What follows belongs to an exercise in optimizing a design on an open flow for small area; a production flow would make more cautious choices.
In this exercise RTL edits were held to simulation tests only and were not proved equivalent to the original.

// rgb_conv3x3_engine
module rgb_conv3x3_engine
#(
  parameter int DATA_WIDTH   = rgb_conv_pkg::DATA_WIDTH,
  parameter int WEIGHT_WIDTH = rgb_conv_pkg::WEIGHT_WIDTH,
  parameter int ACC_WIDTH    = rgb_conv_pkg::ACC_WIDTH,
  parameter int IMAGE_SIZE   = 224
) (
  input  logic                         clk,
  input  logic                         rst,
  input  logic                         col_valid,
  input  logic [3*DATA_WIDTH-1:0]      col_r,
  input  logic [3*DATA_WIDTH-1:0]      col_g,
  input  logic [3*DATA_WIDTH-1:0]      col_b,
  input  logic                         wt_we,
  input  logic [4:0]                   wt_addr,
  input  logic [ACC_WIDTH-1:0]         wt_data,
  output logic signed [ACC_WIDTH-1:0]  conv_out,
  output logic                         conv_valid,
  output logic [7:0]                   out_row,
  output logic [7:0]                   out_col,
  output logic                         frame_done
);
For scale: roughly 4500 cells after synthesis, ~520 flip-flops, roughly 150 I/O pins, roughly 0.059 sq mm of cells after synthesis.
clock: 10.0 ns
lec_check: 0
cap_margin: 20
core_margin: 2
core_utilization: 60
place_density: 0.7
slew_margin: 20
synth_hierarchical: 1
synth_minimum_keep_size: 0
standard.sh (not shown) runs the stock make flow with config.mk's settings and CLKGATE_MAP_FILE= SYNTH_SCRIPT=/design/flow/synth_recipe.tcl, a recipe that flattens the netlist after the stock synthesis.
==> flow/flow/run.sh <==
#!/bin/bash
set -euo pipefail
export BUFFER_PORTS_ARGS="-buffer_cell sky130_fd_sc_hd__buf_1"
export CTS_ARGS="-sink_clustering_enable -repair_clock_nets -dont_use_dummy_load -buf_list sky130_fd_sc_hd__clkbuf_8 -sink_clustering_size 14 -sink_clustering_max_diameter 80"
bash standard.sh > flow_make.log 2>&1
The first run ran to the end with no violations.
Rerun with:
ABC_AREA = 1   (was unset)
CORE_UTILIZATION = 45   (was 60)
PLACE_DENSITY = 0.6   (was 0.7)
- The changed run produced a clean layout
- via count is lower slightly
- maximum frequency barely changes

========
## job 6892
Starting RTL as in the previous note.
clock: 10.0 ns
lec_check: 0
cap_margin: 20
core_margin: 2
core_utilization: 45
place_density: 0.6
slew_margin: 20
synth_hierarchical: 1
synth_minimum_keep_size: 0
==> flow/flow/run.sh <==
#!/bin/bash
# Layout flow: the standard ORFS flow (standard.sh, synthesis included,
# unchanged), with two changes to how the layout is made:
#   - each input and output port still gets its own buffer, but the smallest
#     buffer cell instead of a delay buffer;
#   - clock tree synthesis without dummy loads.
# make's full output goes to flow_make.log here; ORFS keeps each step's log
# under orfs/logs/.
set -euo pipefail
export BUFFER_PORTS_ARGS="-buffer_cell sky130_fd_sc_hd__buf_1"
export CTS_ARGS="-sink_clustering_enable -repair_clock_nets -dont_use_dummy_load"
bash standard.sh > flow_make.log 2>&1
### job 6892 -> job 4991
- a change of CORE_UTILIZATION from 45 to 70
- a change of PLACE_DENSITY from 0.6 to 0.8
==> flow/flow/run.sh <==
#!/bin/bash
set -euo pipefail
export BUFFER_PORTS_ARGS="-buffer_cell sky130_fd_sc_hd__buf_1"
export CTS_ARGS="-sink_clustering_enable -repair_clock_nets -dont_use_dummy_load -buf_list sky130_fd_sc_hd__clkbuf_8 -sink_clustering_size 14 -sink_clustering_max_diameter 80"
bash standard.sh > flow_make.log 2>&1
Notes after the runs:
- Job 4991 finished every step from synthesis to the final layout, and the layout passed the timing, DRC and antenna checks.
- Worst setup slack ends up higher on job 6892.
- Job 4991 reports a higher diode insertion count for antenna repair than job 6892 does.
- Count of clock buffers in the final design ends up lower on job 4991.
- After detailed routing, job 6892 needs more wire than job 4991.
- On worst hold slack, the lower figure sits with job 6892, not job 4991.
- Going from job 6892 to job 4991, the slew at the pin closest to its max-slew limit was found to have gone up by 0.061 ns.
- Slowest cell on the critical path = sky130_fd_sc_hd__fa_1: job 6892; slowest cell on the critical path = sky130_fd_sc_hd__edfxtp_1: job 4991
- Between job 6892 and job 4991, the flow reports first-iteration DRC count increasing by more than 10%.
For job 7610, these inputs were changed with respect to job 4991:
- ABC_AREA newly set to 1
- PLACE_DENSITY changed from 0.8 to 0.7
- CORE_UTILIZATION changed from 70 to 60
[summary]
- Job 7610: no failed stages, no open violations at the end
- Diff job 4991 -> job 7610: non-clock buffer count climbed 20%; complex-gate fraction of the synthesized area barely changed; minimum setup slack after placement dropped 0.24 ns.
- Looking only at worst slack on hold paths, and setting everything else aside, the higher value of job 7610 and job 4991 goes to job 4991.
- In the reports for job 7610 and job 4991, the smaller pin count of the biggest net entering global routing belongs to job 4991.
- Compared with job 4991, cell count in job 7610 increased by more than 10%.
- Compared to job 4991, job 7610 shows a narrower setup margin.
- In the reports for job 7610 and job 4991, the larger die outline height belongs to job 7610.
Input changes introduced in job 2548 (baseline for comparison: job 7610):
- changing CORE_UTILIZATION from 60 to 45
- removing ABC_AREA (formerly 1)
- changing PLACE_DENSITY from 0.7 to 0.6
==> flow/run.sh (new file) <==
#!/bin/bash
# synth_recipe.tcl (not shown) runs the flow's synth.tcl, then flattens the netlist and writes it again
# the make line also repeats each setting of config.mk as NAME=value (left out here)
make -C /OpenROAD-flow-scripts/flow DESIGN_CONFIG=/design/flow/config.mk WORK_HOME=/design/flow/orfs CLKGATE_MAP_FILE= SYNTH_SCRIPT=/design/flow/synth_recipe.tcl finish
removed: flow/flow/run.sh
removed: flow/standard.sh
## What came out
Between job 2548 and job 7610, the met1 usage in global routing is higher for job 7610. From job 7610 to job 2548 the numbers moved as follows: sequential share of layout area saw a decrease, number of fillers in the final layout grew by about 40%. Higher design area among job 2548 and job 7610: job 2548. On count of plain and timing-repair buffers in the layout, the higher figure sits with job 7610, not job 2548. From job 7610 to job 2548 the numbers moved as follows: final critical-path share of the clock period shows a reduction of 0.74 points, aggregate routed wire length rose by 14%, cell count after placement moved up.
Edits applied to the flow inputs when going from job 2548 to job 9261:
==> flow/flow/run.sh (new file) <==
#!/bin/bash
set -euo pipefail
export BUFFER_PORTS_ARGS="-buffer_cell sky130_fd_sc_hd__buf_1"
export CTS_ARGS="-sink_clustering_enable -repair_clock_nets -dont_use_dummy_load -buf_list sky130_fd_sc_hd__clkbuf_8 -sink_clustering_size 14 -sink_clustering_max_diameter 80"
bash standard.sh > flow_make.log 2>&1
==> flow/standard.sh (new file) <==
#!/bin/bash
# synth_recipe.tcl (not shown) runs the flow's synth.tcl, then flattens the netlist and writes it again
# the make line also repeats each setting of config.mk as NAME=value (left out here)
make -C /OpenROAD-flow-scripts/flow DESIGN_CONFIG=/design/flow/config.mk WORK_HOME=/design/flow/orfs CLKGATE_MAP_FILE= SYNTH_SCRIPT=/design/flow/synth_recipe.tcl "${@:-finish}"
removed: flow/run.sh
--- outcome ---
Re synthesized cell count: no difference whatsoever between job 2548 and job 9261.
Higher sequential share of layout area goes to job 9261 over job 2548.

## separate check: timing with driven ports
The flow's constraints put no driver on any port. The routed layouts listed below were extracted and timed again, unchanged, in two steps. Step 1 (the two cells are an assumption about what drives the block):
set clk [get_ports {clk}]
set_driving_cell -lib_cell sky130_fd_sc_hd__clkbuf_16 $clk
set_driving_cell -lib_cell sky130_fd_sc_hd__buf_2 [delete_from_list [all_inputs] $clk]
Step 2 also shifts input and output timing later by t, the mid clock arrival at the registers, as if the neighbouring blocks saw the same clock. a / b / c = ideal / step 1 / step 2; a / b = the first two.
run	shift t [ns]	slack for setup (ns)	latest minus earliest clock arrival (ns)
the first run of note 1	0.834	1.212 / 1.212 / 0.687	0.140 / 0.140
the second run of note 1	0.836	1.237 / 1.237 / 0.851	0.151 / 0.151
job 6892	0.741	1.288 / 1.288 / 0.866	0.144 / 0.144
job 4991	0.831	1.248 / 1.248 / 1.089	0.110 / 0.110
job 7610	0.829	1.168 / 1.168 / 0.737	0.122 / 0.122
job 2548	0.804	1.241 / 1.241 / 0.613	0.077 / 0.077
job 9261	0.833	1.303 / 1.303 / 0.875	0.144 / 0.143
After both steps setup and hold are still met in every run listed. The setup slack of job 2548, which loses most, moves by 0.000 ns with the drivers and by -0.628 ns with both steps.
